Context: an optimization exercise on an open-source flow, tuned for small area and few clock cycles. The choices shown serve that exercise and are no tape-out recipe. Only simulation tests tie the RTL to the original design; equivalence was not proved. Power and IR drop assume default switching activity.

===== design/flow/design.v =====
package roce_hdr_pkg;
  localparam int unsigned HDR_BYTES             = 58;
  localparam int unsigned RD_RESP_PAYLOAD_BYTES = 256;
  localparam int unsigned ETH_HDR_BYTES = 14;
  localparam int unsigned IP_HDR_BYTES  = 20;
  localparam int unsigned UDP_HDR_BYTES = 8;
  localparam int unsigned BTH_OFS       = ETH_HDR_BYTES + IP_HDR_BYTES + UDP_HDR_BYTES;
  localparam logic [7:0] OPC_WR_ONLY      = 8'h0A;
  localparam logic [7:0] OPC_RD_REQ       = 8'h0C;
  localparam logic [7:0] OPC_RD_RESP_ONLY = 8'h10;
  localparam logic [7:0] OPC_ACK          = 8'h11;
  localparam logic [15:0] ETH_TYPE_IPV4 = 16'h0800;
  localparam logic [7:0]  IP_VER_IHL    = 8'h45;
  localparam logic [7:0]  IP_TOS        = 8'hb8;
  localparam logic [15:0] IP_ID         = 16'h5555;
  localparam logic [15:0] IP_FLAGS      = 16'h4000;   
  localparam logic [7:0]  IP_TTL        = 8'hba;
  localparam logic [7:0]  IP_PROTO_UDP  = 8'h11;
  localparam logic [15:0] UDP_SRC_PORT  = 16'h6851;
  localparam logic [15:0] UDP_DST_PORT  = 16'h12b7;   
  localparam logic [15:0] BTH_PKEY      = 16'h666f;
  typedef struct packed {
    logic [47:0] eth_dst;
    logic [47:0] eth_src;
    logic [15:0] eth_type;
    logic [7:0]  ip_ver_ihl;
    logic [7:0]  ip_tos;
    logic [15:0] ip_total_len;
    logic [15:0] ip_id;
    logic [15:0] ip_flags;
    logic [7:0]  ip_ttl;
    logic [7:0]  ip_proto;
    logic [15:0] ip_chksum;
    logic [31:0] ip_src;
    logic [31:0] ip_dst;
    logic [15:0] udp_src_port;
    logic [15:0] udp_dst_port;
    logic [15:0] udp_len;
    logic [15:0] udp_chksum;
    logic [7:0]  bth_opcode;
    logic [7:0]  bth_flags;
    logic [15:0] bth_pkey;
    logic [7:0]  bth_rsvd;
    logic [23:0] bth_dest_qp;
    logic [7:0]  bth_ack_req;
    logic [23:0] bth_psn;
    logic [31:0] aeth;
  } roce_hdr_t;
  typedef union packed {
    roce_hdr_t                 f;
    logic [0:HDR_BYTES-1][7:0] b;
  } roce_hdr_u;
endpackage
package resp_gen_cfg_pkg;
  localparam int unsigned DATA_W     = 512;
  localparam int unsigned KEEP_W     = DATA_W / 8;
  localparam int unsigned BEAT_BYTES = 64;
  localparam int unsigned BEAT_CNT_W = 3;
  localparam int unsigned LEN_W      = 9;
  localparam int unsigned NUM_QP   = 4;
  localparam int unsigned QP_IDX_W = 2;
  localparam logic [7:0] REG_SRC_MAC_LO = 8'h00;
  localparam logic [7:0] REG_SRC_MAC_HI = 8'h04;
  localparam logic [7:0] REG_SRC_IP     = 8'h08;
  localparam logic [7:0] REG_CTRL       = 8'h0C;
  localparam logic [7:0] REG_QP_BASE    = 8'h10;
  localparam logic [7:0] REG_QP_STRIDE  = 8'h10;
  localparam logic [7:0] QP_MAC_LO = 8'h0;
  localparam logic [7:0] QP_MAC_HI = 8'h4;
  localparam logic [7:0] QP_IP     = 8'h8;
endpackage
`timescale 1ns/10ps
module qp_cfg_regs (
  input  logic                                      core_clk,
  input  logic                                      core_aresetn,
  input  logic                                      psel_i,
  input  logic                                      penable_i,
  input  logic                                      pwrite_i,
  input  logic [7:0]                                paddr_i,
  input  logic [31:0]                               pwdata_i,
  output logic [31:0]                               prdata_o,
  output logic                                      pready_o,
  output logic                                      pslverr_o,
  output logic                                      rd_busy_o,   
  input  logic [resp_gen_cfg_pkg::QP_IDX_W-1:0]     hdr_qp_i,
  output logic [47:0]                               src_mac_o,
  output logic [31:0]                               src_ip_o,
  output logic                                      src_lo_v_o,
  output logic                                      src_hi_v_o,
  output logic                                      src_ip_v_o,
  output logic [47:0]                               dst_mac_o,
  output logic [31:0]                               dst_ip_o,
  output logic                                      cfg_en_o
);
  localparam int unsigned NQ = resp_gen_cfg_pkg::NUM_QP;
  logic          sel_src_lo;
  logic          sel_src_hi;
  logic          sel_src_ip;
  logic          sel_ctrl;
  logic [NQ-1:0] sel_qp_lo;
  logic [NQ-1:0] sel_qp_hi;
  logic [NQ-1:0] sel_qp_ip;
  logic          hit;
  logic          wr_en;
  logic [NQ-1:0] qp_sel;
  logic [NQ-1:0][47:0] qp_mac_q;
  logic [NQ-1:0][31:0] qp_ip_q;
  logic [NQ-1:0]       qp_lo_v;
  logic [NQ-1:0]       qp_hi_v;
  logic [NQ-1:0]       qp_ip_v;
  always_comb begin
    sel_src_lo = paddr_i == resp_gen_cfg_pkg::REG_SRC_MAC_LO;
    sel_src_hi = paddr_i == resp_gen_cfg_pkg::REG_SRC_MAC_HI;
    sel_src_ip = paddr_i == resp_gen_cfg_pkg::REG_SRC_IP;
    sel_ctrl   = paddr_i == resp_gen_cfg_pkg::REG_CTRL;
    for (int q = 0; q < NQ; q++) begin
      sel_qp_lo[q] = paddr_i == 8'(resp_gen_cfg_pkg::REG_QP_BASE
                     + q * resp_gen_cfg_pkg::REG_QP_STRIDE + resp_gen_cfg_pkg::QP_MAC_LO);
      sel_qp_hi[q] = paddr_i == 8'(resp_gen_cfg_pkg::REG_QP_BASE
                     + q * resp_gen_cfg_pkg::REG_QP_STRIDE + resp_gen_cfg_pkg::QP_MAC_HI);
      sel_qp_ip[q] = paddr_i == 8'(resp_gen_cfg_pkg::REG_QP_BASE
                     + q * resp_gen_cfg_pkg::REG_QP_STRIDE + resp_gen_cfg_pkg::QP_IP);
    end
    hit = sel_src_lo | sel_src_hi | sel_src_ip | sel_ctrl
          | (|sel_qp_lo) | (|sel_qp_hi) | (|sel_qp_ip);
  end
  assign rd_busy_o = psel_i & penable_i & ~pwrite_i;
  always_comb begin
    for (int q = 0; q < NQ; q++) begin
      qp_sel[q] = rd_busy_o ? (sel_qp_lo[q] | sel_qp_hi[q] | sel_qp_ip[q])
                            : hdr_qp_i == resp_gen_cfg_pkg::QP_IDX_W'(q);
    end
    dst_mac_o = '0;
    dst_ip_o  = '0;
    for (int q = 0; q < NQ; q++) begin
      dst_mac_o = dst_mac_o | {{16{qp_sel[q] & qp_hi_v[q]}} & qp_mac_q[q][47:32],
                               {32{qp_sel[q] & qp_lo_v[q]}} & qp_mac_q[q][31:0]};
      dst_ip_o  = dst_ip_o | ({32{qp_sel[q] & qp_ip_v[q]}} & qp_ip_q[q]);
    end
  end
  assign prdata_o = {31'h0, sel_ctrl & cfg_en_o}
                  | ({32{sel_src_lo & src_lo_v_o}} & src_mac_o[31:0])
                  | ({32{sel_src_hi & src_hi_v_o}} & {16'h0, src_mac_o[47:32]})
                  | ({32{sel_src_ip & src_ip_v_o}} & src_ip_o)
                  | ({32{|sel_qp_lo}} & dst_mac_o[31:0])
                  | ({32{|sel_qp_hi}} & {16'h0, dst_mac_o[47:32]})
                  | ({32{|sel_qp_ip}} & dst_ip_o);
  assign pready_o  = 1'b1;   
  assign pslverr_o = psel_i & penable_i & ~hit;
  assign wr_en     = psel_i & penable_i & pwrite_i;
  always_ff @(posedge core_clk or negedge core_aresetn) begin
    if (!core_aresetn) begin
      cfg_en_o   <= 1'b0;
      src_lo_v_o <= 1'b0;
      src_hi_v_o <= 1'b0;
      src_ip_v_o <= 1'b0;
      qp_lo_v    <= '0;
      qp_hi_v    <= '0;
      qp_ip_v    <= '0;
    end else if (wr_en) begin
      if (sel_ctrl)   cfg_en_o   <= pwdata_i[0];
      if (sel_src_lo) src_lo_v_o <= 1'b1;
      if (sel_src_hi) src_hi_v_o <= 1'b1;
      if (sel_src_ip) src_ip_v_o <= 1'b1;
      for (int q = 0; q < NQ; q++) begin
        if (sel_qp_lo[q]) qp_lo_v[q] <= 1'b1;
        if (sel_qp_hi[q]) qp_hi_v[q] <= 1'b1;
        if (sel_qp_ip[q]) qp_ip_v[q] <= 1'b1;
      end
    end
  end
  always_ff @(posedge core_clk) begin
    if (wr_en) begin
      if (sel_src_lo) src_mac_o[31:0]  <= pwdata_i;
      if (sel_src_hi) src_mac_o[47:32] <= pwdata_i[15:0];
      if (sel_src_ip) src_ip_o         <= pwdata_i;
      for (int q = 0; q < NQ; q++) begin
        if (sel_qp_lo[q]) qp_mac_q[q][31:0]  <= pwdata_i;
        if (sel_qp_hi[q]) qp_mac_q[q][47:32] <= pwdata_i[15:0];
        if (sel_qp_ip[q]) qp_ip_q[q]         <= pwdata_i;
      end
    end
  end
endmodule
`timescale 1ns/10ps
module rd_req_capture (
  input  logic                                cfg_en_i,
  input  logic                                req_valid_i,
  input  logic [resp_gen_cfg_pkg::DATA_W-1:0] req_data_i,
  output logic                                req_ready_o,
  output logic                                cap_valid_o,   
  input  logic                                cap_ready_i,   
  output logic                                cap_is_ack_o,
  output logic [23:0]                         cap_qp_o,
  output logic [23:0]                         cap_psn_o
);
  localparam int unsigned QP_BIT  = (roce_hdr_pkg::BTH_OFS + 5) * 8;
  localparam int unsigned PSN_BIT = (roce_hdr_pkg::BTH_OFS + 9) * 8;
  logic [7:0] opcode;
  logic       op_rd;
  logic       op_wr;
  assign opcode = req_data_i[roce_hdr_pkg::BTH_OFS*8 +: 8];
  assign op_rd  = opcode == roce_hdr_pkg::OPC_RD_REQ;
  assign op_wr  = opcode == roce_hdr_pkg::OPC_WR_ONLY;
  assign cap_valid_o = cfg_en_i && req_valid_i && (op_rd || op_wr);
  assign req_ready_o = cfg_en_i && (!(op_rd || op_wr) || cap_ready_i);
  assign cap_is_ack_o = op_wr;
  assign cap_qp_o     = {req_data_i[QP_BIT +: 8], req_data_i[QP_BIT + 8 +: 8],
                         req_data_i[QP_BIT + 16 +: 8]};
  assign cap_psn_o    = {req_data_i[PSN_BIT +: 8], req_data_i[PSN_BIT + 8 +: 8],
                         req_data_i[PSN_BIT + 16 +: 8]};
endmodule
`timescale 1ns/10ps
module resp_hdr_build (
  input  logic                                      hdr_en_i,
  input  logic                                      cap_is_ack_i,
  input  logic [23:0]                               cap_qp_i,
  input  logic [23:0]                               cap_psn_i,
  input  logic [47:0]                               src_mac_i,
  input  logic [31:0]                               src_ip_i,
  input  logic [47:0]                               dst_mac_i,   
  input  logic [31:0]                               dst_ip_i,
  input  logic                                      src_lo_v_i,
  input  logic                                      src_hi_v_i,
  input  logic                                      src_ip_v_i,
  output roce_hdr_pkg::roce_hdr_u                   hdr_o
);
  logic [15:0]             ip_len;
  roce_hdr_pkg::roce_hdr_t f;
  logic [47:0]             src_mac;
  logic [31:0]             src_ip;
  logic [15:0]             csum_const;
  logic [15:0]             csa0_s;
  logic [15:0]             csa0_c;
  logic [15:0]             csa1_s;
  logic [15:0]             csa1_c;
  logic [15:0]             csa2_s;
  logic [15:0]             csa2_c;
  logic [15:0]             csum_sum;
  function automatic logic [31:0] oc_csa(input logic [15:0] a, input logic [15:0] b,
                                         input logic [15:0] c);
    logic [15:0] maj;
    maj    = (a & b) | (a & c) | (b & c);
    oc_csa = {a ^ b ^ c, maj[14:0], maj[15]};
  endfunction
  function automatic logic [15:0] oc_add(input logic [15:0] a, input logic [15:0] b);
    logic [15:0] g, p, gp, pp, c;
    g  = a & b;
    p  = a ^ b;
    gp = g;
    pp = p;
    for (int k = 0; k < 4; k++) begin
      for (int i = (2 << k) - 1; i < 16; i += (2 << k)) begin
        gp[i] = gp[i] | (pp[i] & gp[i - (1 << k)]);
        pp[i] = pp[i] & pp[i - (1 << k)];
      end
    end
    for (int k = 2; k >= 0; k--) begin
      for (int i = 3 * (1 << k) - 1; i < 16; i += (2 << k)) begin
        gp[i] = gp[i] | (pp[i] & gp[i - (1 << k)]);
        pp[i] = pp[i] & pp[i - (1 << k)];
      end
    end
    c[0] = gp[15];
    for (int i = 1; i < 16; i++) c[i] = gp[i-1] | (pp[i-1] & gp[15]);
    oc_add = p ^ c;
  endfunction
  always_comb begin
    src_mac = {{16{hdr_en_i & src_hi_v_i}} & src_mac_i[47:32],
               {32{hdr_en_i & src_lo_v_i}} & src_mac_i[31:0]};
    src_ip  = {32{hdr_en_i & src_ip_v_i}} & src_ip_i;
  end
  assign ip_len = 16'(roce_hdr_pkg::HDR_BYTES - roce_hdr_pkg::ETH_HDR_BYTES)
                  + (cap_is_ack_i ? 16'd0 : 16'(roce_hdr_pkg::RD_RESP_PAYLOAD_BYTES));
  assign csum_const = cap_is_ack_i ? 16'h954b : 16'h964b;
  always_comb begin
    f              = '0;
    f.eth_type     = roce_hdr_pkg::ETH_TYPE_IPV4;
    f.ip_ver_ihl   = roce_hdr_pkg::IP_VER_IHL;
    f.ip_tos       = roce_hdr_pkg::IP_TOS;
    f.ip_total_len = ip_len;
    f.ip_id        = roce_hdr_pkg::IP_ID;
    f.ip_flags     = roce_hdr_pkg::IP_FLAGS;
    f.ip_ttl       = roce_hdr_pkg::IP_TTL;
    f.ip_proto     = roce_hdr_pkg::IP_PROTO_UDP;
    f.udp_src_port = roce_hdr_pkg::UDP_SRC_PORT;
    f.udp_dst_port = roce_hdr_pkg::UDP_DST_PORT;
    f.udp_len      = ip_len - 16'(roce_hdr_pkg::IP_HDR_BYTES);
    f.bth_opcode   = cap_is_ack_i ? roce_hdr_pkg::OPC_ACK : roce_hdr_pkg::OPC_RD_RESP_ONLY;
    f.bth_pkey     = roce_hdr_pkg::BTH_PKEY;
    f.bth_dest_qp  = cap_qp_i;
    f.bth_psn      = cap_psn_i;
    {csa0_s, csa0_c} = oc_csa(csum_const, src_ip[31:16], src_ip[15:0]);
    {csa1_s, csa1_c} = oc_csa(csa0_s, csa0_c, dst_ip_i[31:16]);
    {csa2_s, csa2_c} = oc_csa(csa1_s, csa1_c, dst_ip_i[15:0]);
    csum_sum    = oc_add(csa2_s, csa2_c);
    f.ip_chksum = ~csum_sum;
    f           = hdr_en_i ? f : '0;
    f.eth_dst   = {48{hdr_en_i}} & dst_mac_i;
    f.eth_src   = src_mac;
    f.ip_src    = src_ip;
    f.ip_dst    = {32{hdr_en_i}} & dst_ip_i;
  end
  assign hdr_o.f = f;
endmodule
`timescale 1ns/10ps
module axis_beat_serializer (
  input  logic                                core_clk,
  input  logic                                core_aresetn,
  input  logic                                hdr_valid_i,
  output logic                                hdr_ready_o,
  output logic                                hdr_en_o,
  input  logic                                rd_busy_i,   
  input  roce_hdr_pkg::roce_hdr_u             hdr_i,
  input  logic                                hdr_is_ack_i,
  output logic [resp_gen_cfg_pkg::DATA_W-1:0] m_axis_tdata_o,
  output logic [resp_gen_cfg_pkg::KEEP_W-1:0] m_axis_tkeep_o,
  output logic                                m_axis_tvalid_o,
  output logic                                m_axis_tlast_o,
  input  logic                                m_axis_tready_i
);
  localparam int unsigned LAST_BEAT = (roce_hdr_pkg::HDR_BYTES
      + roce_hdr_pkg::RD_RESP_PAYLOAD_BYTES - 1) / resp_gen_cfg_pkg::BEAT_BYTES;
  logic                                    busy;       
  logic [resp_gen_cfg_pkg::BEAT_CNT_W-1:0] beat_cnt;   
  logic [7:0]                              pay_q;
  logic [7:0]                              pay_busy;
  logic                                    last_q;
  logic                                    hdr_fire;
  assign last_q    = beat_cnt == resp_gen_cfg_pkg::BEAT_CNT_W'(LAST_BEAT);
  assign hdr_ready_o = !busy && m_axis_tready_i && !rd_busy_i;
  assign hdr_fire  = hdr_valid_i && hdr_ready_o;
  assign hdr_en_o  = !busy;
  assign pay_busy  = {8{busy}} & pay_q;
  assign m_axis_tvalid_o = busy || hdr_fire;
  assign m_axis_tlast_o  = busy ? last_q : hdr_is_ack_i;
  assign m_axis_tkeep_o  = {{(resp_gen_cfg_pkg::KEEP_W - roce_hdr_pkg::HDR_BYTES){!m_axis_tlast_o}},
                            {roce_hdr_pkg::HDR_BYTES{1'b1}}};
  always_comb begin
    for (int i = 0; i < resp_gen_cfg_pkg::KEEP_W; i++) begin
      m_axis_tdata_o[i*8 +: 8] = pay_busy | ((i < roce_hdr_pkg::HDR_BYTES) ? hdr_i.b[i]
                                             : hdr_i.f.bth_psn[7:0]);
    end
  end
  always_ff @(posedge core_clk or negedge core_aresetn) begin
    if (!core_aresetn) begin
      busy     <= 1'b0;
      beat_cnt <= '0;
    end else if (busy) begin
      if (m_axis_tready_i) begin
        busy     <= !last_q;
        beat_cnt <= beat_cnt + 1'b1;
      end
    end else if (hdr_fire && !hdr_is_ack_i) begin
      busy     <= 1'b1;
      beat_cnt <= resp_gen_cfg_pkg::BEAT_CNT_W'(1);
    end
  end
  always_ff @(posedge core_clk) begin
    if (hdr_fire) begin
      pay_q <= hdr_i.f.bth_psn[7:0];
    end
  end
endmodule
`timescale 1ns/10ps
module rdma_resp_gen (
  input  logic                                core_clk,
  input  logic                                core_aresetn,
  input  logic                                psel_i,
  input  logic                                penable_i,
  input  logic                                pwrite_i,
  input  logic [7:0]                          paddr_i,
  input  logic [31:0]                         pwdata_i,
  output logic [31:0]                         prdata_o,
  output logic                                pready_o,
  output logic                                pslverr_o,
  input  logic                                req_valid_i,
  output logic                                req_ready_o,
  input  logic [resp_gen_cfg_pkg::DATA_W-1:0] req_data_i,
  output logic [resp_gen_cfg_pkg::DATA_W-1:0] m_axis_tdata_o,
  output logic [resp_gen_cfg_pkg::KEEP_W-1:0] m_axis_tkeep_o,
  output logic                                m_axis_tvalid_o,
  output logic                                m_axis_tlast_o,
  input  logic                                m_axis_tready_i
);
  logic [47:0]                               src_mac;
  logic [31:0]                               src_ip;
  logic [47:0]                               dst_mac;
  logic [31:0]                               dst_ip;
  logic                                      rd_busy;
  logic                                      cfg_en;
  logic                                      src_lo_v;
  logic                                      src_hi_v;
  logic                                      src_ip_v;
  logic                                      cap_valid;
  logic                                      cap_ready;
  logic                                      cap_is_ack;
  logic [23:0]                               cap_qp;
  logic [23:0]                               cap_psn;
  roce_hdr_pkg::roce_hdr_u                   hdr;
  logic                                      hdr_en;
  qp_cfg_regs u_regs (
    .core_clk     (core_clk),
    .core_aresetn (core_aresetn),
    .psel_i       (psel_i),
    .penable_i    (penable_i),
    .pwrite_i     (pwrite_i),
    .paddr_i      (paddr_i),
    .pwdata_i     (pwdata_i),
    .prdata_o     (prdata_o),
    .pready_o     (pready_o),
    .pslverr_o    (pslverr_o),
    .rd_busy_o    (rd_busy),
    .hdr_qp_i     (cap_qp[resp_gen_cfg_pkg::QP_IDX_W-1:0]),
    .src_mac_o    (src_mac),
    .src_ip_o     (src_ip),
    .src_lo_v_o   (src_lo_v),
    .src_hi_v_o   (src_hi_v),
    .src_ip_v_o   (src_ip_v),
    .dst_mac_o    (dst_mac),
    .dst_ip_o     (dst_ip),
    .cfg_en_o     (cfg_en)
  );
  rd_req_capture u_capture (
    .cfg_en_i     (cfg_en),
    .req_valid_i  (req_valid_i),
    .req_data_i   (req_data_i),
    .req_ready_o  (req_ready_o),
    .cap_valid_o  (cap_valid),
    .cap_ready_i  (cap_ready),
    .cap_is_ack_o (cap_is_ack),
    .cap_qp_o     (cap_qp),
    .cap_psn_o    (cap_psn)
  );
  resp_hdr_build u_hdr (
    .hdr_en_i     (hdr_en),
    .cap_is_ack_i (cap_is_ack),
    .cap_qp_i     (cap_qp),
    .cap_psn_i    (cap_psn),
    .src_mac_i    (src_mac),
    .src_ip_i     (src_ip),
    .dst_mac_i    (dst_mac),
    .dst_ip_i     (dst_ip),
    .src_lo_v_i   (src_lo_v),
    .src_hi_v_i   (src_hi_v),
    .src_ip_v_i   (src_ip_v),
    .hdr_o        (hdr)
  );
  axis_beat_serializer u_ser (
    .core_clk        (core_clk),
    .core_aresetn    (core_aresetn),
    .hdr_valid_i     (cap_valid),
    .hdr_ready_o     (cap_ready),
    .hdr_en_o        (hdr_en),
    .rd_busy_i       (rd_busy),
    .hdr_i           (hdr),
    .hdr_is_ack_i    (cap_is_ack),
    .m_axis_tdata_o  (m_axis_tdata_o),
    .m_axis_tkeep_o  (m_axis_tkeep_o),
    .m_axis_tvalid_o (m_axis_tvalid_o),
    .m_axis_tlast_o  (m_axis_tlast_o),
    .m_axis_tready_i (m_axis_tready_i)
  );
endmodule

===== design/flow/flow/run.sh =====
#!/bin/bash
# The standard layout, except that the port buffers are the smallest
# buffer cell instead of the default delay buffer. Each tool's output goes to
# the ORFS logs under orfs/logs; make's own output to standard.log.
set -o pipefail
export BUFFER_PORTS_ARGS="-buffer_cell sky130_fd_sc_hd__buf_1"
bash standard.sh BUFFER_PORTS_ARGS="$BUFFER_PORTS_ARGS" finish > standard.log 2>&1

===== design/flow/standard.sh =====
#!/bin/bash
# synth_recipe.tcl (not shown) runs the flow's synth.tcl, then flattens the netlist and writes it again
# the make line also repeats each setting of config.mk as NAME=value (left out here)
make -C /OpenROAD-flow-scripts/flow DESIGN_CONFIG=/design/flow/config.mk WORK_HOME=/design/flow/orfs CLKGATE_MAP_FILE= SYNTH_SCRIPT=/design/flow/synth_recipe.tcl "${@:-finish}"

===== design/flow/config.mk =====
export PLATFORM = sky130hd
export DESIGN_NAME = rdma_resp_gen
export DESIGN_NICKNAME = rdma_resp_gen
export VERILOG_FILES = /design/flow/design.v
export SDC_FILE = /design/flow/constraint.sdc
export NUM_CORES = 4
export LEC_CHECK = 0
export CAP_MARGIN = 20
export CORE_AREA = 10 10 290 290
export CTS_BUF_LIST = sky130_fd_sc_hd__clkbuf_8
export CTS_CLUSTER_DIAMETER = 60
export CTS_CLUSTER_SIZE = 15
export DIE_AREA = 0 0 300 300
export SLEW_MARGIN = 20

===== design/flow/constraint.sdc =====
create_clock -name core_clock -period 12.0 [get_ports {core_clk}]
set_input_delay 2.4000 -clock core_clock [delete_from_list [all_inputs] [get_ports {core_clk}]]
set_output_delay 2.4000 -clock core_clock [all_outputs]
set_load 0.01 [all_outputs]

==> results of run 1 <==
## cell families after synthesis
kind of cell | Yosys count | synth area share
buf+inv | 529 | 0.147
flops | 428 | 0.572
simple gates | 485 | 0.0960
xor+xnor | 17 | 0.00668
mux | 2 | 0.000954
compound gates | 390 | 0.128
other cells | 1 | 0.000168
fa+ha+maj | 67 | 0.0490
## Yosys cell counts, drive strengths merged, types with 27 or more instances
master / count
clkbuf: 60
nor2: 40
a22oi: 140
a21o: 41
a222oi: 49
nand3: 28
nand2b: 27
nand2: 307
ha: 33
fa: 34
edfxtp: 408
a21oi: 52
buf: 362
a31oi: 57
inv: 105
==> results.ini, run 1 <==
[run_status]
status = did not finish
lastStage = I/O pin placement (3_2_place_iop)
error = [ERROR PPL-0024] Number of IO pins (1172) exceeds maximum number of available positions (1082). Increase the die perimeter from 1200.00um to 1593.92um.

[floorplanning]
die_h_um = 300
rows = 102
dieWidth_um = 300
initial_core_util = 0.287

[synthesis]
synth_flop_cell = edfxtp_1
yosysTopAreaCellShare = 0.549
netlist_top_cells_area = edfxtp_1, buf_4, nand2_1, a22oi_1, fa_1
yosys_warnings = 3
synthArstFlopShare = 0.0467
seq_area_frac_synth = 0.572
ys_types = 59
syn_area_um2 = 22300
synth_area_leader_cell = edfxtp_1
postSynthAreaPerCell_um2 = 11.6
ys_ff_latch = 428
netlist_instances = 1919
synth_edf_count = 408

Testbench counts, summed over its fixed seeds: cycles 3,454.
==> inputs of run 2 (changes only) <==
--- a/design/flow/config.mk
+++ b/design/flow/config.mk
@@ -8,3 +8,3 @@
 export CAP_MARGIN = 20
-export CORE_AREA = 10 10 290 290
+export CORE_AREA = 10 10 410 410
 export CTS_BUF_LIST = sky130_fd_sc_hd__clkbuf_8
@@ -12,3 +12,3 @@
 export CTS_CLUSTER_SIZE = 15
-export DIE_AREA = 0 0 300 300
+export DIE_AREA = 0 0 420 420
 export SLEW_MARGIN = 20
==> results.ini, run 2 <==
[run_status]
status = finished clean

[sta]
tightest_slew_ns = 1.27
setup_viol = 0
final.setup_skew_ns = 0.0179
maxSlewViolCount = 0
period_share = 0.888
rsz0062_at_grt = no
hold_violations = 0
slew_headroom = 0.152
holdWs_ns = 0.473
min_period_ns = 10.65
clock.fmax_mhz = 93.9
tns_ns = 0

[clock_tree]
cts-root-buf = clkbuf_8
cts_resized = 0
h-tree-depth = 2
cts_buffer_depth = 3
cts_tree = built
clock_sinks = 428
clock_latency_ns = 0.61
clkTransAtPathRegs_ns = 0.10
cts_setup_buffers = 0
ctsHoldBuffers = 0
cts_buffers = 35

[layout]
final_cell_mix = buf_1, edfxtp_1, nand2_1
n_fill_cell = 17600
largest_reg_flops = 192
drive_above_1_share = 0.0804
finalNonFillerCells = 4391
layout_commonest_cell = buf_1
nets = 2924
fin_area_um2 = 25900
area_growth_pct = 16.0
largestRegisters = u_regs.qp_mac_q: 192 flops, u_regs.qp_ip_q: 128 flops, u_regs.src_mac_o: 48 flops
top_register = u_regs.qp_mac_q

[synthesis]
postSynthAreaPerCell_um2 = 11.6  ; unchanged
synthSimpleGateAreaFrac = 0.0960  ; unchanged
synth_fa_ha_area_frac = 0.0490  ; unchanged
synth_flop_cell = edfxtp_1
seq_area_frac_synth = 0.572  ; unchanged
synth_top_family_by_area = buffers and inverters
synthMuxAreaShare = 0.000954  ; unchanged
netlist_top_cells_area = edfxtp_1, buf_4, nand2_1, a22oi_1, fa_1
yosys.area_share.xor_xnor = 0.00668  ; unchanged
yosys_warnings = 3  ; unchanged
netlist_instances = 1919  ; unchanged
synth_area_leader_cell = edfxtp_1
synthArstFlopShare = 0.0467  ; unchanged
syn_area_um2 = 22300  ; unchanged
synth_compound_area_frac = 0.128  ; unchanged
ys_ff_latch = 428  ; unchanged
yosysTopAreaCellShare = 0.549  ; unchanged
ys_top_cells_by_count = edfxtp_1, buf_4, nand2_1
yosysMostFrequentCell = edfxtp_1
synth_edf_count = 408  ; unchanged
ys_types = 59  ; unchanged

[job]
drv_cap = 0

[placement]
placed_area_um2 = 25200
port_buffers = 656
dp.cells = 4332
hpwl_um = 104000
gp_congestion = 0.894

[hold_path]
worstHoldPathType = reg2reg

[worst_setup_path]
end_kind = output port
crit_fanout = 16
cp.arrival_ns = 8.25
start_kind = input pin
cp.required_ns = 9.60
criticalPathCategory = in2out
rrSetupSlack_ns = 8.45

[floorplanning]
rows = 146  ; +43%
ios = 1172
coreArea_um2 = 159000
dieWidth_um = 420  ; +40%
die_h_um = 420  ; +40%
initial_core_util = 0.140  ; -0.147
dieArea_um2 = 176000

[global_routing]
grt_pass1_vias = 16600
antenna_found_initial = 46
grt_pass1_wl_um = 160000
grtUsageTotal = 0.136
grt_overflow_total = 0
grt_max_degree = 80

[power]
p_leak_nw = 9.14
p_per_area_nw_per_um2 = 103
vdd_drop_max_uv = 83.7
fin_total_pwr_mw = 2.65

[drt]
post_drt_wl_per_cell_um = 29.3
drtIter0Drc = 1779
firstDrtPassIters = 9
ant_nets = 0
vias_per_cell = 3.86
drc_errors = 0
drt_wl_total_um = 129000
num_vias = 17000

==> run 2: layer usage <==
layer	part of all wire	track usage
met1	0.28	0.114
met2	0.59	0.288
met3	0.058	0.0154
met4	0.078	0.0940
met5	0.00088	0
==> run 2: report_power, final <==
| group | switching [mW] | internal (mW) | total [mW] | leakage, nW |
|---|---|---|---|---|
| sequential | 0.00117 | 1.63 | 1.64 | 3.94 |
| combinational | 0.167 | 0.0540 | 0.221 | 4.85 |
| clock | 0.499 | 0.298 | 0.797 | 0.344 |
==> run 2: worst max-delay path: stages <==
cell      delay (ns)
buf_1           0.20
a211oi_2        0.36
nand4_1         0.31
a21boi_4        0.72
a22oi_1         0.13
nand2_1         0.20
inv_2           0.09
fa_1            0.46
fa_1            0.51
inv_1           0.05
ha_1            0.35
nand4_1         0.31
nor2_1          0.10
a32oi_1         0.57
nand4_1         0.41
o31ai_2         0.31
xnor2_1         0.17
o21ai_1         0.29
buf_1           0.25
==> run 2: cell type report <==
type / instances / area [um^2] / share of cell area
antenna: 7 / 17.5 / 0.000677
clock buffer: 35 / 482 / 0.0186
clock inverter: 16 / 114 / 0.00440
inverter: 107 / 407 / 0.0157
multi-input combinational: 1020 / 6650 / 0.257
sequential: 428 / 12800 / 0.493
tap: 2072 / 2590 / 0.100
timing repair buffer: 706 / 2860 / 0.110
==> run 2: logic make-up (layout without fill, tap and decap cells) <==
family / after synthesis / count (layout)
AND/OR/NAND/NOR: 485 / 485
adder cells (fa/ha/maj): 67 / 67
buffers and inverters: 529 / 864
multiplexers: 2 / 2
AO/OA/AOI/OAI: 390 / 390
flip-flops: 428 / 428
XOR/XNOR: 17 / 17
other: 1 / 66
==> run 2: path summary, 6_finish.rpt <==
kind                                               start                            end  depth (start not counted)
hold / removal             u_regs.qp_hi_v[2]$_DFFE_PN0P_  u_regs.qp_hi_v[2]$_DFFE_PN0P_                          1
setup reg to reg                    u_ser.busy$_DFF_PN0_       u_ser.pay_q[4]$_DFFE_PP_                          6
max in group asynchronous                   core_aresetn  u_regs.qp_ip_v[0]$_DFFE_PN0P_                          2
setup / recovery                              paddr_i[2]            m_axis_tdata_o[205]                         19
hold reg to reg            u_regs.qp_hi_v[2]$_DFFE_PN0P_  u_regs.qp_hi_v[2]$_DFFE_PN0P_                          1
min in group asynchronous                   core_aresetn    u_regs.cfg_en_o$_DFFE_PN0P_                          2
==> run 2: per-stage QoR <==
step	utilization	worst slack [ns]
2_1_floorplan	-	2.97
3_3_place_gp	0.159	1.29
4_1_cts	0.163	1.25
3_5_place_dp	0.159	1.27
5_1_grt	0.163	1.11
6_report	0.163	1.35
==> inputs of run 3 (changes only) <==
--- a/design/flow/config.mk
+++ b/design/flow/config.mk
@@ -9,5 +9,5 @@
 export CORE_AREA = 10 10 410 410
-export CTS_BUF_LIST = sky130_fd_sc_hd__clkbuf_8
-export CTS_CLUSTER_DIAMETER = 60
-export CTS_CLUSTER_SIZE = 15
+export CTS_BUF_LIST = sky130_fd_sc_hd__clkbuf_16
+export CTS_CLUSTER_DIAMETER = 80
+export CTS_CLUSTER_SIZE = 25
 export DIE_AREA = 0 0 420 420
==> results.ini, run 3 <==
[run_status]
status = finished clean

[sta]
slew_headroom = 0.171  ; +0.0185
min_period_ns = 10.63  ; -0.0214 ns
rsz0062_at_grt = no
maxSlewViolCount = 0  ; unchanged
hold_violations = 0  ; unchanged
final.setup_skew_ns = 0.0115  ; -0.00636 ns
period_share = 0.886  ; -0.00178
tns_ns = 0  ; unchanged
tightest_slew_ns = 1.24  ; -0.0231 ns
clock.fmax_mhz = 94.1  ; +0.20%
setup_viol = 0  ; unchanged

[synthesis]
yosysTopAreaCellShare = 0.549  ; unchanged
ys_ff_latch = 428  ; unchanged
syn_area_um2 = 22300  ; unchanged
netlist_instances = 1919  ; unchanged
yosysMostFrequentCell = edfxtp_1
ys_top_cells_by_count = edfxtp_1, buf_4, nand2_1
synth_flop_cell = edfxtp_1
synth_edf_count = 408  ; unchanged
synth_area_leader_cell = edfxtp_1
netlist_top_cells_area = edfxtp_1, buf_4, nand2_1, a22oi_1, fa_1
postSynthAreaPerCell_um2 = 11.6  ; unchanged
synthArstFlopShare = 0.0467  ; unchanged
yosys_warnings = 3  ; unchanged
ys_types = 59  ; unchanged
seq_area_frac_synth = 0.572  ; unchanged

[layout]
area_growth_pct = 16.3
largestRegisters = u_regs.qp_mac_q: 192 flops, u_regs.qp_ip_q: 128 flops, u_regs.src_mac_o: 48 flops
final_cell_mix = buf_1, edfxtp_1, nand2_1
top_register = u_regs.qp_mac_q
finalNonFillerCells = 4376  ; -0.34%
largest_reg_flops = 192  ; unchanged
drive_above_1_share = 0.0758  ; -0.00467
fin_area_um2 = 25900  ; +0.27%
nets = 2912  ; -0.41%
layout_commonest_cell = buf_1

[placement]
placed_area_um2 = 25200  ; unchanged
port_buffers = 656  ; unchanged
dp.cells = 4332  ; unchanged
hpwl_um = 104000  ; unchanged
gp_congestion = 0.894  ; unchanged

[global_routing]
antenna_found_initial = 44  ; -4.3%
grt_pass1_vias = 16500  ; -0.79%
grtUsageTotal = 0.136  ; -0.000511
grt_pass1_wl_um = 160000  ; -0.31%
grt_overflow_total = 0  ; unchanged
grt_max_degree = 80  ; unchanged

[worst_setup_path]
crit_fanout = 16  ; unchanged
criticalPathCategory = in2out
cp.required_ns = 9.60  ; about the same
rrSetupSlack_ns = 8.45  ; about the same
start_kind = input pin
cp.arrival_ns = 8.23  ; -0.02 ns
end_kind = output port

[floorplanning]
dieArea_um2 = 176000  ; unchanged
rows = 146  ; unchanged
die_h_um = 420  ; unchanged
coreArea_um2 = 159000  ; unchanged
ios = 1172  ; unchanged
initial_core_util = 0.140  ; unchanged
dieWidth_um = 420  ; unchanged

[drt]
post_drt_wl_per_cell_um = 29.4  ; +0.21%
drtIter0Drc = 1800  ; +1.2%
firstDrtPassIters = 9  ; unchanged
vias_per_cell = 3.86  ; about the same
drt_wl_total_um = 129000  ; -0.13%
ant_nets = 0  ; unchanged
drc_errors = 0  ; unchanged
num_vias = 16900  ; -0.41%

[clock_tree]
cts_resized = 0  ; unchanged
cts_buffer_depth = 3  ; unchanged
clkTransAtPathRegs_ns = 0.10  ; about the same
clock_latency_ns = 0.58  ; -0.03 ns
h-tree-depth = 1  ; -1
ctsHoldBuffers = 0  ; unchanged
cts-root-buf = clkbuf_16
cts_buffers = 22  ; -37%
clock_sinks = 428  ; unchanged
cts_setup_buffers = 0  ; unchanged
cts_tree = built

[power]
vdd_drop_max_uv = 83.1  ; -0.81%
p_per_area_nw_per_um2 = 104  ; +1.8%
power.switching_uw = 661  ; -0.85%
comb_power_share = 0.081  ; -0.002
internal_power_mw = 2.05  ; +3.0%
switching_share = 0.244  ; -0.00714
seqPwrFrac = 0.604  ; -0.012
clkPwrFrac = 0.314  ; +0.014
p_leak_nw = 9.14  ; about the same

[hold_path]
worstHoldPathType = reg2reg

[job]
drv_cap = 0  ; unchanged

-- run 3: cell counts after synthesis --
No cell type changed its count.
-- run 3: final cells by class --
class,instances,area [um^2]
tap,2072,2590
clock buffer,23,576
multi-input combinational,1020,6640
timing repair buffer,707,2870
sequential,428,12800
fill,17600,133000
clock inverter,11,80.1
antenna,8,20.0
inverter,107,407
-- run 3: path summary, 6_finish.rpt --
| kind | endpoint | cells past startpoint | startpoint |
|---|---|---|---|
| max | m_axis_tdata_o[204] | 19 | paddr_i[2] |
| min | u_regs.qp_hi_v[0]$_DFFE_PN0P_ | 1 | u_regs.qp_hi_v[0]$_DFFE_PN0P_ |
| max reg2reg | u_ser.pay_q[4]$_DFFE_PP_ | 6 | u_ser.busy$_DFF_PN0_ |
| min reg2reg | u_regs.qp_hi_v[0]$_DFFE_PN0P_ | 1 | u_regs.qp_hi_v[0]$_DFFE_PN0P_ |
| max in group asynchronous | u_ser.beat_cnt[0]$_DFFE_PN0P_ | 2 | core_aresetn |
| min in group asynchronous | u_regs.src_lo_v_o$_DFFE_PN0P_ | 2 | core_aresetn |
-- run 3: layer usage --
layer	share of wire	vias to the layer above	GRT usage
met5	0.00066	-	0
met4	0.078	14	0.0908
met3	0.059	272	0.0143
met2	0.59	1009	0.288
met1	0.28	8382	0.115
li1	-	7217	-
-- run 3: per-stage QoR --
stage	util	total power [mW]	hold WS [ns]	setup WS [ns]
floorplan	-	1.79	0.431	2.97
global route	0.163	2.78	0.493	1.09
detailed placement	0.159	1.90	0.449	1.27
finish	0.163	2.71	0.474	1.37
global placement	0.159	1.89	0.444	1.29
CTS	0.163	2.73	0.473	1.25
-- run 3: worst max-delay path: stages --
cell and delay (ns):
buf_1 0.20, a211oi_2 0.36, nand4_1 0.31, a21boi_4 0.73, a22oi_1 0.13, nand2_1 0.20
inv_2 0.09, fa_1 0.46, fa_1 0.51, inv_1 0.05, ha_1 0.35, nand4_1 0.33
nor2_1 0.10, a32oi_1 0.56, nand4_1 0.39, a21oi_1 0.33, xnor2_1 0.33, a21oi_1 0.16
buf_1 0.19
-- run 3: cells by family (layout without fill, tap and decap cells) --
family | count (synthesis) | count (layout) | share of synthesized area
AO/OA/AOI/OAI | 390 | 390 | 0.128
XOR/XNOR | 17 | 17 | 0.00668
AND/OR/NAND/NOR | 485 | 485 | 0.0960
other | 1 | 67 | 0.000168
multiplexers | 2 | 2 | 0.000954
adder cells (fa/ha/maj) | 67 | 67 | 0.0490
flip-flops | 428 | 428 | 0.572
buffers and inverters | 529 | 848 | 0.147
-- run 3: power by group through the flow --
stage,sequential (mW),combinational (mW),clock [mW]
floorplan,1.67,0.117,0
global placement,1.67,0.224,0
detailed placement,1.67,0.226,0
CTS,1.64,0.227,0.867
global route,1.64,0.237,0.906
finish,1.64,0.220,0.852
==> inputs of run 4 (changes only) <==
==> design/flow/flow/run.sh (replaced) <==
#!/bin/bash
# The standard layout, except that the port buffers are the smallest
# buffer cell instead of the default delay buffer, and IO pins may sit one
# routing track apart (for a smaller die). Each tool's output goes to the
# ORFS logs under orfs/logs; make's own output to standard.log.
set -o pipefail
bash standard.sh BUFFER_PORTS_ARGS="-buffer_cell sky130_fd_sc_hd__buf_1" \
  PLACE_PINS_ARGS="-min_distance 1 -min_distance_in_tracks" finish > standard.log 2>&1
==> design/flow/config.mk (replaced) <==
export PLATFORM = sky130hd
export DESIGN_NAME = rdma_resp_gen
export DESIGN_NICKNAME = rdma_resp_gen
export VERILOG_FILES = /design/flow/design.v
export SDC_FILE = /design/flow/constraint.sdc
export NUM_CORES = 4
export LEC_CHECK = 0
export CAP_MARGIN = 20
export CORE_AREA = 10 10 310 310
export CTS_BUF_LIST = sky130_fd_sc_hd__clkbuf_4
export CTS_CLUSTER_DIAMETER = 50
export CTS_CLUSTER_SIZE = 10
export DIE_AREA = 0 0 320 320
export SLEW_MARGIN = 20
==> results.ini, run 4 <==
[run_status]
status = finished clean

[layout]
largest_reg_flops = 192  ; unchanged
final_cell_mix = buf_1, edfxtp_1, nand2_1
area_growth_pct = 10.6
largestRegisters = u_regs.qp_mac_q: 192 flops, u_regs.qp_ip_q: 128 flops, u_regs.src_mac_o: 48 flops
top_register = u_regs.qp_mac_q
nets = 2934  ; +0.76%
layout_commonest_cell = buf_1
drive_above_1_share = 0.0909  ; +0.0151
finalNonFillerCells = 3503  ; -20%
n_fill_cell = 9222  ; -48%

[clock_tree]
clock_sinks = 428  ; unchanged
clkTransAtPathRegs_ns = 0.11  ; about the same
cts_buffer_depth = 3  ; unchanged
ctsHoldBuffers = 0  ; unchanged
cts_buffers = 51  ; +130%
cts_setup_buffers = 0  ; unchanged
cts_tree = built
cts-root-buf = clkbuf_4
clock_latency_ns = 0.74  ; +0.16 ns
cts_resized = 0  ; unchanged
h-tree-depth = 2  ; +1

[floorplanning]
initial_core_util = 0.251  ; +0.111
coreArea_um2 = 88800  ; -44%
ios = 1172  ; unchanged
dieArea_um2 = 102000  ; -42%
die_h_um = 320  ; -24%
dieWidth_um = 320  ; -24%
rows = 109  ; -25%

[worst_setup_path]
rr_startpoint = u_ser.busy$_DFF_PN0_
cp_common_cell = a21oi_1
start_kind = input pin
reg2reg_to = u_ser.pay_q[2]$_DFFE_PP_
path_delay_family = compound AO/OA/AOI/OAI gates
worst-path-buf-inv = 5  ; +1
end_kind = output port
crit_fanout = 13  ; -3
critPathMaxStageDelay_ns = 0.82  ; +0.09 ns
slowest_stage = a21boi_2
rr_worst_depth = 5  ; -1
cp.required_ns = 9.60  ; about the same
criticalPathCategory = in2out
rrSetupSlack_ns = 9.25  ; +0.80 ns
crit_path_cell_trace = buf_1, a211oi_2, nand3_1, a21boi_2, buf_4, a22oi_1, nand2_1, inv_2, fa_1, fa_1, inv_1, ha_1, a21oi_1, o21ai_0, a32oi_1, nand4_1, a21oi_1, o211ai_1, a21oi_1, buf_1
cp.arrival_ns = 8.11  ; -0.12 ns

[drt]
drt_wl_total_um = 94600  ; -26%
post_drt_wl_per_cell_um = 27.0  ; -8.0%
vias_per_cell = 4.85  ; +26%
drtIter0Drc = 1821  ; +1.2%
drc_errors = 0  ; unchanged
num_vias = 17000  ; +0.57%
firstDrtPassIters = 8  ; -1
ant_nets = 0  ; unchanged

[hold_path]
whs_path_depth = 1  ; unchanged
worstHoldPathType = reg2reg
whs_endpoint = u_regs.qp_ip_v[0]$_DFFE_PN0P_
min_from = u_regs.qp_ip_v[0]$_DFFE_PN0P_

[sta]
min_period_ns = 10.51  ; -0.125 ns
tns_ns = 0  ; unchanged
clock.fmax_mhz = 95.2  ; +1.2%
hold_violations = 0  ; unchanged
final.setup_skew_ns = 0.0134  ; +0.00189 ns
rsz0062_at_grt = no
period_share = 0.875  ; -0.0104
slew_headroom = 0.260  ; +0.0889
setup_viol = 0  ; unchanged
maxSlewViolCount = 0  ; unchanged
tightest_slew_ns = 1.11  ; -0.135 ns
setup_ws_ns = 1.49  ; +0.125 ns
holdWs_ns = 0.470  ; -0.00425 ns

[placement]
hpwl_um = 71300  ; -31%
gp_congestion = 0.947  ; +5.9%
port_buffers = 656  ; unchanged
dp_slack_ns = 1.50  ; +0.228 ns
dp.cells = 3420  ; -21%

[power]
p_per_area_nw_per_um2 = 107  ; +2.6%
vdd_drop_max_uv = 53.8  ; -35%
p_leak_nw = 9.12  ; -0.28%

[synthesis]
synth_edf_count = 408  ; unchanged
synth_area_leader_cell = edfxtp_1
yosys_warnings = 3  ; unchanged
ys_types = 59  ; unchanged
postSynthAreaPerCell_um2 = 11.6  ; unchanged
synth_flop_cell = edfxtp_1
ys_ff_latch = 428  ; unchanged
seq_area_frac_synth = 0.572  ; unchanged
yosysTopAreaCellShare = 0.549  ; unchanged
syn_area_um2 = 22300  ; unchanged
netlist_instances = 1919  ; unchanged
synthArstFlopShare = 0.0467  ; unchanged
yosysMostFrequentCell = edfxtp_1
netlist_top_cells_area = edfxtp_1, buf_4, nand2_1, a22oi_1, fa_1
ys_top_cells_by_count = edfxtp_1, buf_4, nand2_1

[global_routing]
use_met2 = 0.303  ; +0.0151
grt_overflow_total = 0  ; unchanged
antenna_found_initial = 15  ; -66%
grtUsageMet3 = 0.0465  ; +0.0322
grt_pass1_vias = 16500  ; +0.51%
grt_max_degree = 76  ; -5.0%
grt.busiest_layer = met2
grt_pass1_wl_um = 128000  ; -20%
grtUsageTotal = 0.173  ; +0.0371
grtUsageMet1 = 0.188  ; +0.0734

[job]
drv_cap = 0  ; unchanged

[run 4: stage by stage]
stage / total power [mW] / area, um^2 / util
floorplan: 1.79 / 22500 / -
global placement: 1.86 / 24000 / 0.270
detailed placement: 1.86 / 24000 / 0.270
CTS: 2.65 / 24600 / 0.277
global route: 2.72 / 24700 / 0.278
finish: 2.64 / 24700 / 0.278
[run 4: where the power goes]
group	internal (mW)	total (mW)	switching [mW]
clock network	0.326	0.811	0.486
registers	1.63	1.64	0.00105
logic	0.0535	0.195	0.141
total	2.01	2.64	0.628
[run 4: kinds of logic (layout without fill, tap and decap cells)]
group	after synthesis	in the layout	synth area share
AO/OA/AOI/OAI	390	390	0.128
XOR/XNOR	17	17	0.00668
adder cells (fa/ha/maj)	67	67	0.0490
buffers and inverters	529	884	0.147
flip-flops	428	428	0.572
multiplexers	2	2	0.000954
other	1	65	0.000168
AND/OR/NAND/NOR	485	485	0.0960
[run 4: worst reg2reg max path, cell delays in order (launching register included)]
cell and delay, ns:
dfrtp_1 0.40, buf_4 0.27, inv_4 0.69, and3_1 0.33, nand3_1 0.11, nor2_1 0.57
[run 4: per-layer routing]
| layer | wire [um] | part of all wire | up-vias |
|---|---|---|---|
| met3 | 9400 | 0.099 | 229 |
| met5 | 96 | 0.0010 | - |
| li1 | - | - | 7284 |
| met4 | 5600 | 0.059 | 16 |
| met1 | 32900 | 0.35 | 8319 |
| met2 | 46600 | 0.49 | 1143 |
[run 4: final cells by class]
| cell class | count | area, um^2 | area share |
|---|---|---|---|
| flip-flops and latches | 428 | 12800 | 0.517 |
| clock buffers | 68 | 510 | 0.0207 |
| well taps | 1165 | 1460 | 0.0591 |
| inverters | 107 | 404 | 0.0164 |
| multi-input cells | 1020 | 6590 | 0.267 |
| repair buffers | 700 | 2790 | 0.113 |
| diodes | 6 | 15.0 | 0.000609 |
| clock inverters | 9 | 129 | 0.00523 |
[run 4: worst max path at each step]
| stage | from | to | cells after the start |
|---|---|---|---|
| 3_3_place_gp | paddr_i[7] | m_axis_tdata_o[206] | 20 |
| 2_1_floorplan | req_data_i[336] | m_axis_tdata_o[201] | 17 |
| 4_1_cts | paddr_i[2] | m_axis_tdata_o[206] | 20 |
| 5_1_grt | paddr_i[7] | m_axis_tdata_o[206] | 20 |
| 3_5_place_dp | paddr_i[2] | m_axis_tdata_o[206] | 20 |
| 6_report | paddr_i[2] | m_axis_tdata_o[206] | 20 |
==> inputs of run 5 (changes only) <==
--- a/design/flow/config.mk
+++ b/design/flow/config.mk
@@ -9,5 +9,5 @@
 export CORE_AREA = 10 10 310 310
-export CTS_BUF_LIST = sky130_fd_sc_hd__clkbuf_4
-export CTS_CLUSTER_DIAMETER = 50
-export CTS_CLUSTER_SIZE = 10
+export CTS_BUF_LIST = sky130_fd_sc_hd__clkbuf_8
+export CTS_CLUSTER_DIAMETER = 60
+export CTS_CLUSTER_SIZE = 15
 export DIE_AREA = 0 0 320 320
==> results.ini, run 5 <==
[synthesis]
synthArstFlopShare = 0.0467  ; unchanged
ys_types = 59  ; unchanged
ys_top_cells_by_count = edfxtp_1, buf_4, nand2_1
yosysTopAreaCellShare = 0.549  ; unchanged
postSynthAreaPerCell_um2 = 11.6  ; unchanged
netlist_top_cells_area = edfxtp_1, buf_4, nand2_1, a22oi_1, fa_1
yosys_warnings = 3  ; unchanged
synth_flop_cell = edfxtp_1
synth_area_leader_cell = edfxtp_1
yosysMostFrequentCell = edfxtp_1
syn_area_um2 = 22300  ; unchanged
synth_edf_count = 408  ; unchanged
seq_area_frac_synth = 0.572  ; unchanged
ys_ff_latch = 428  ; unchanged
netlist_instances = 1919  ; unchanged

[layout]
area_growth_pct = 10.5  ; about the same
final_cell_mix = buf_1, edfxtp_1, nand2_1
largestRegisters = u_regs.qp_mac_q: 192 flops, u_regs.qp_ip_q: 128 flops, u_regs.src_mac_o: 48 flops
drive_above_1_share = 0.0783  ; -0.0126
layout_commonest_cell = buf_1
finalNonFillerCells = 3481  ; -0.63%
largest_reg_flops = 192  ; unchanged
n_fill_cell = 9229  ; +0.076%
finalCoreUtilization = 0.277  ; about the same
fin_area_um2 = 24600  ; about the same
nets = 2919  ; -0.51%
top_register = u_regs.qp_mac_q

[clock_tree]
cts_setup_buffers = 0  ; unchanged
clock_latency_ns = 0.59  ; -0.15 ns
clkTransAtPathRegs_ns = 0.10  ; about the same
clock_sinks = 428  ; unchanged
ctsHoldBuffers = 0  ; unchanged
cts_buffer_depth = 3  ; unchanged
cts_buffers = 36  ; -29%
cts_tree = built
h-tree-depth = 2  ; unchanged
cts-root-buf = clkbuf_8
cts_resized = 0  ; unchanged

[hold_path]
whs_path_depth = 1  ; unchanged
worstHoldPathType = reg2reg
whs_endpoint = u_regs.qp_ip_v[0]$_DFFE_PN0P_
min_from = u_regs.qp_ip_v[0]$_DFFE_PN0P_

[power]
power.switching_uw = 630  ; +0.29%
internal_power_mw = 1.99  ; -1.3%
clkPwrFrac = 0.300  ; -0.007
fin_total_pwr_mw = 2.62  ; -0.95%
comb_power_share = 0.075  ; about the same
vdd_drop_max_uv = 58.7  ; +9.0%
p_per_area_nw_per_um2 = 106  ; -0.87%
p_leak_nw = 9.11  ; about the same
switching_share = 0.241  ; +0.00297
seqPwrFrac = 0.625  ; +0.006

[global_routing]
grtUsageTotal = 0.173  ; about the same
grt_overflow_total = 0  ; unchanged
grt_max_degree = 76  ; unchanged
grt_pass1_wl_um = 128000  ; about the same
antenna_found_initial = 15  ; unchanged
grt_pass1_vias = 16500  ; -0.13%

[placement]
dp.cells = 3420  ; unchanged
hpwl_um = 71300  ; unchanged
gp_congestion = 0.947  ; unchanged
port_buffers = 656  ; unchanged
placed_area_um2 = 24000  ; unchanged
dp_slack_ns = 1.50  ; unchanged

[sta]
tns_ns = 0  ; unchanged
holdWs_ns = 0.468  ; -0.00148 ns
maxSlewViolCount = 0  ; unchanged
period_share = 0.877  ; +0.00132
min_period_ns = 10.52  ; +0.0159 ns
tightest_slew_ns = 1.05  ; -0.0600 ns
setup_ws_ns = 1.48  ; -0.0159 ns
hold_violations = 0  ; unchanged
rsz0062_at_grt = no
clock.fmax_mhz = 95.0  ; -0.15%
setup_viol = 0  ; unchanged
slew_headroom = 0.297  ; +0.0377
final.setup_skew_ns = 0.0145  ; +0.00111 ns

[worst_setup_path]
crit_fanout = 13  ; unchanged
cp.arrival_ns = 8.12  ; about the same
criticalPathCategory = in2out
rrSetupSlack_ns = 9.28  ; +0.03 ns
cp.required_ns = 9.60  ; about the same
rr_startpoint = u_ser.busy$_DFF_PN0_
start_kind = input pin
rr_worst_depth = 5  ; unchanged
reg2reg_to = u_ser.pay_q[6]$_DFFE_PP_
end_kind = output port

[floorplanning]
rows = 109  ; unchanged
dieArea_um2 = 102000  ; unchanged
die_h_um = 320  ; unchanged
initial_core_util = 0.251  ; unchanged
dieWidth_um = 320  ; unchanged
coreArea_um2 = 88800  ; unchanged
ios = 1172  ; unchanged

[drt]
num_vias = 16900  ; -0.45%
drt_wl_total_um = 94700  ; +0.12%
firstDrtPassIters = 8  ; unchanged
drtIter0Drc = 1788  ; -1.8%
ant_nets = 0  ; unchanged
vias_per_cell = 4.86  ; +0.18%
drc_errors = 0  ; unchanged
post_drt_wl_per_cell_um = 27.2  ; +0.75%

[run_status]
status = finished clean

[job]
drv_cap = 0  ; unchanged

## run 5: cell count changes in the layout (fill, tap and decap cells not counted), sizes merged
cell | before | now
diode | 6 | 5
clkbuf | 68 | 38
inv | 107 | 121
clkinv | 3 | 4
bufinv | 3 | 0
clkinvlp | 3 | 0
## run 5: logic make-up after synthesis
logic type | count (synthesis) | synth area share
other | 1 | 0.000168
adder cells (fa/ha/maj) | 67 | 0.0490
buffers and inverters | 529 | 0.147
AND/OR/NAND/NOR | 485 | 0.0960
multiplexers | 2 | 0.000954
flip-flops | 428 | 0.572
AO/OA/AOI/OAI | 390 | 0.128
XOR/XNOR | 17 | 0.00668
## run 5: worst max-delay path by stage
stage	start	endpoint	slack, ns	depth (start not counted)
after floorplan	req_data_i[336]	m_axis_tdata_o[201]	2.97	17
after global placement	paddr_i[7]	m_axis_tdata_o[206]	1.48	20
after detailed placement	paddr_i[2]	m_axis_tdata_o[206]	1.50	20
after CTS	paddr_i[2]	m_axis_tdata_o[206]	1.51	20
after global routing	paddr_i[7]	m_axis_tdata_o[206]	1.08	20
final	paddr_i[7]	m_axis_tdata_o[206]	1.48	20
## run 5: cell type report
type	instances	area, um^2	area share
clock buffers	38	523	0.0212
flip-flops and latches	428	12800	0.518
diodes	5	12.5	0.000508
well taps	1165	1460	0.0592
clock inverters	18	97.6	0.00396
repair buffers	700	2790	0.113
multi-input cells	1020	6590	0.268
inverters	107	404	0.0164
## run 5: routing by layer
metal	global-route usage	part of all wire	wire, um	vias up
met2	0.300	0.49	46400	1086
met1	0.188	0.35	33100	8359
li1	-	-	-	7234
met5	0	0.0010	96	-
met3	0.0502	0.10	9520	220
met4	0.0956	0.059	5630	16
## run 5: worst max-delay path, cell delays in order
cell and delay [ns]:
buf_1 0.14, nor4b_1 0.46, nand3_1 0.28, a21boi_2 0.82, buf_4 0.29, a22oi_1 0.07
nand2_1 0.13, inv_2 0.06, fa_1 0.52, fa_1 0.50, inv_1 0.04, ha_1 0.34
a21oi_1 0.15, o21ai_0 0.15, a32oi_1 0.45, nand4_1 0.33, a21oi_1 0.31, o211ai_1 0.11
a21oi_1 0.23, buf_1 0.32
## run 5: power groups by stage
| stage | logic [mW] | registers [mW] | clock network (mW) |
|---|---|---|---|
| after floorplan | 0.117 | 1.67 | 0 |
| after global placement | 0.190 | 1.67 | 0 |
| after detailed placement | 0.192 | 1.67 | 0 |
| after CTS | 0.193 | 1.64 | 0.796 |
| after global routing | 0.210 | 1.64 | 0.847 |
| final | 0.195 | 1.64 | 0.786 |
==> inputs of run 6 (changes only) <==
--- a/design/flow/config.mk
+++ b/design/flow/config.mk
@@ -8,3 +8,3 @@
 export CAP_MARGIN = 20
-export CORE_AREA = 10 10 310 310
+export CORE_AREA = 10 10 280 280
 export CTS_BUF_LIST = sky130_fd_sc_hd__clkbuf_8
@@ -12,3 +12,3 @@
 export CTS_CLUSTER_SIZE = 15
-export DIE_AREA = 0 0 320 320
+export DIE_AREA = 0 0 290 290
 export SLEW_MARGIN = 20
==> results.ini, run 6 <==
[run_status]
status = finished clean

[power]
clkPwrFrac = 0.307  ; +0.007
internal_power_mw = 2.00  ; +0.79%
switching_share = 0.243  ; +0.00223
power.switching_uw = 643  ; +2.0%
seqPwrFrac = 0.618  ; -0.007
comb_power_share = 0.075  ; about the same
p_per_area_nw_per_um2 = 108  ; +2.0%
vdd_drop_max_uv = 62.5  ; +6.6%
fin_total_pwr_mw = 2.65  ; +1.1%
p_leak_nw = 9.08  ; -0.32%

[global_routing]
grtUsageTotal = 0.214  ; +0.0412
grt_pass1_wl_um = 130000  ; +1.7%
grt_pass1_vias = 16600  ; +0.31%
antenna_found_initial = 16  ; +1
grt_max_degree = 73  ; -3.9%
grt_overflow_total = 0  ; unchanged

[layout]
top_register = u_regs.qp_mac_q
nets = 2913  ; -0.21%
layout_commonest_cell = buf_1
fin_area_um2 = 24400  ; -0.91%
largest_reg_flops = 192  ; unchanged
n_fill_cell = 7287  ; -21%
finalCoreUtilization = 0.340  ; +0.0623
area_growth_pct = 9.46
largestRegisters = u_regs.qp_mac_q: 192 flops, u_regs.qp_ip_q: 128 flops, u_regs.src_mac_o: 48 flops
final_cell_mix = buf_1, edfxtp_1, nand2_1
drive_above_1_share = 0.0785  ; +0.000204

[sta]
rsz0062_at_grt = no
slew_headroom = 0.284  ; -0.0132
period_share = 0.869  ; -0.00828
setup_viol = 0  ; unchanged
setup_ws_ns = 1.58  ; +0.0994 ns
min_period_ns = 10.42  ; -0.0994 ns
clock.fmax_mhz = 95.9  ; +0.95%
tightest_slew_ns = 1.07  ; +0.0247 ns
maxSlewViolCount = 0  ; unchanged
tns_ns = 0  ; unchanged
hold_violations = 0  ; unchanged
final.setup_skew_ns = 0.0286  ; +0.0140 ns

[floorplanning]
ios = 1172  ; unchanged
die_h_um = 290  ; -9.4%
dieWidth_um = 290  ; -9.4%
dieArea_um2 = 84100  ; -18%
initial_core_util = 0.310  ; +0.0592
rows = 98  ; -10%
coreArea_um2 = 71900  ; -19%

[synthesis]
synthArstFlopShare = 0.0467  ; unchanged
ys_types = 59  ; unchanged
seq_area_frac_synth = 0.572  ; unchanged
postSynthAreaPerCell_um2 = 11.6  ; unchanged
yosys_warnings = 3  ; unchanged
netlist_top_cells_area = edfxtp_1, buf_4, nand2_1, a22oi_1, fa_1
syn_area_um2 = 22300  ; unchanged
synth_edf_count = 408  ; unchanged
netlist_instances = 1919  ; unchanged
yosysMostFrequentCell = edfxtp_1
synth_flop_cell = edfxtp_1
ys_ff_latch = 428  ; unchanged
synth_area_leader_cell = edfxtp_1
ys_top_cells_by_count = edfxtp_1, buf_4, nand2_1
yosysTopAreaCellShare = 0.549  ; unchanged

[worst_setup_path]
cp_common_cell = fa_1
critPathMaxStageDelay_ns = 0.75  ; -0.07 ns
start_kind = input pin
crit_fanout = 21  ; +8
criticalPathCategory = in2out
crit_path_cell_trace = buf_1, a211oi_2, nand4_1, a21boi_4, a22oi_1, nand2_1, inv_2, fa_1, fa_1, inv_1, ha_1, a21oi_1, o21ai_0, a21oi_2, o21bai_1, inv_1, o21bai_1, fa_1, xor2_1, o21ai_0, buf_1
cp.required_ns = 9.60  ; about the same
end_kind = output port
slowest_stage = a21boi_4
cp.arrival_ns = 8.02  ; -0.10 ns

[clock_tree]
h-tree-depth = 2  ; unchanged
ctsHoldBuffers = 0  ; unchanged
clock_latency_ns = 0.61  ; +0.02 ns
cts_buffer_depth = 3  ; unchanged
cts_buffers = 37  ; +2.8%
clkTransAtPathRegs_ns = 0.10  ; about the same
cts_resized = 0  ; unchanged
cts_tree = built
cts-root-buf = clkbuf_8
cts_setup_buffers = 0  ; unchanged
clock_sinks = 428  ; unchanged

[drt]
drc_errors = 0  ; unchanged
firstDrtPassIters = 7  ; -1
ant_nets = 0  ; unchanged
num_vias = 17000  ; +0.46%
drt_wl_total_um = 95500  ; +0.83%
wl_met3_um = 10800  ; +14%
wl_met1_um = 36300  ; +9.7%
vias_per_cell = 5.20  ; +7.0%
drtIter0Drc = 2086  ; +17%
post_drt_wl_per_cell_um = 29.2  ; +7.4%
met2_length_um = 43600  ; -5.9%
highest_layer = met5

[hold_path]
worstHoldPathType = reg2reg

[placement]
gp_congestion = 0.944  ; -0.30%
hpwl_um = 70800  ; -0.72%
dp_slack_ns = 1.60  ; +0.104 ns
placed_area_um2 = 23700  ; -1.2%
port_buffers = 656  ; unchanged

[job]
drv_cap = 0  ; unchanged

run 6: power by group through the flow:
stage	combinational, mW	sequential (mW)	clock (mW)
2_1_floorplan	0.117	1.67	0
3_3_place_gp	0.192	1.67	0
3_5_place_dp	0.194	1.67	0
4_1_cts	0.195	1.64	0.827
5_1_grt	0.214	1.64	0.879
6_report	0.197	1.64	0.812
run 6: critical path, delay by kind of cell:
kind,cells,cell delay (ns)
AOI/OAI and AO/OA,9,2.51
adders and majority gates,4,1.75
buffers and inverters,5,0.66
and+or+nand+nor,2,0.53
xor gates and xnor gates,1,0.15
run 6: worst paths after layout:
path	startpoint	endpoint	slack, ns	depth (start not counted)
hold reg to reg	u_regs.qp_hi_v[2]$_DFFE_PN0P_	u_regs.qp_hi_v[2]$_DFFE_PN0P_	0.47	1
setup reg to reg	u_ser.busy$_DFF_PN0_	u_ser.pay_q[5]$_DFFE_PP_	8.95	6
hold / removal	u_regs.qp_hi_v[2]$_DFFE_PN0P_	u_regs.qp_hi_v[2]$_DFFE_PN0P_	0.47	1
setup / recovery	paddr_i[2]	m_axis_tdata_o[201]	1.58	21
max in group asynchronous	core_aresetn	u_ser.busy$_DFF_PN0_	10.01	2
min in group asynchronous	core_aresetn	u_regs.qp_hi_v[1]$_DFFE_PN0P_	1.74	2
run 6: cell families (layout without fill, tap and decap cells):
logic type,Yosys count,after routing,share of synthesized area
other,1,71,0.000168
AO/OA/AOI/OAI,390,390,0.128
XOR/XNOR,17,17,0.00668
buffers and inverters,529,857,0.147
AND/OR/NAND/NOR,485,485,0.0960
adder cells (fa/ha/maj),67,67,0.0490
multiplexers,2,2,0.000954
flip-flops,428,428,0.572
run 6: metrics by stage:
step | hold slack [ns] | std cells
after floorplan | 0.431 | 1977
after global placement | 0.444 | 3197
after detailed placement | 0.447 | 3197
after CTS | 0.470 | 3254
after global routing | 0.484 | 3264
final | 0.470 | 3267
run 6: layer usage:
layer	track usage	up-vias
met5	0	-
met3	0.0673	199
met1	0.259	8270
met2	0.344	1273
met4	0.0988	10
li1	-	7241
run 6: final cells by class:
cell class / count / area [um^2] / area share
repair buffers: 693 / 2740 / 0.112
inverters: 107 / 404 / 0.0166
well taps: 950 / 1190 / 0.0487
clock inverters: 17 / 109 / 0.00446
diodes: 12 / 30.0 / 0.00123
flip-flops and latches: 428 / 12800 / 0.522
clock buffers: 40 / 551 / 0.0226
multi-input cells: 1020 / 6630 / 0.272

## separate check: timing with driven ports
No port has a modelled driver above. Below, the same layouts with a new extraction and two added sets of constraints. Step 1: set_driving_cell puts a clkbuf_16 on core_clk and a buf_2 on each other input, an assumption about the parent block. Step 2 moves the port delays by t, midway between the first and last clock arrival at a register: inputs arrive t later, outputs are due t later. That takes back most of the time a late clock gives input paths. Three values: no drivers, after step 1, after step 2; two values: the first two.
run | t (ns) | setup WS [ns] | latest minus earliest clock arrival (ns)
run 2 | 0.655 | 1.348 / 1.294 / 1.294 | 0.042 / 0.043
run 3 | 0.637 | 1.369 / 1.320 / 1.320 | 0.026 / 0.026
run 4 | 0.809 | 1.494 / 1.456 / 1.456 | 0.053 / 0.053
run 5 | 0.641 | 1.478 / 1.439 / 1.439 | 0.033 / 0.034
run 6 | 0.660 | 1.578 / 1.538 / 1.538 | 0.044 / 0.044
After both steps every run listed still meets setup and hold. The setup slack of run 2, which loses most, moves by -0.054 ns with the drivers and by -0.054 ns with both steps.
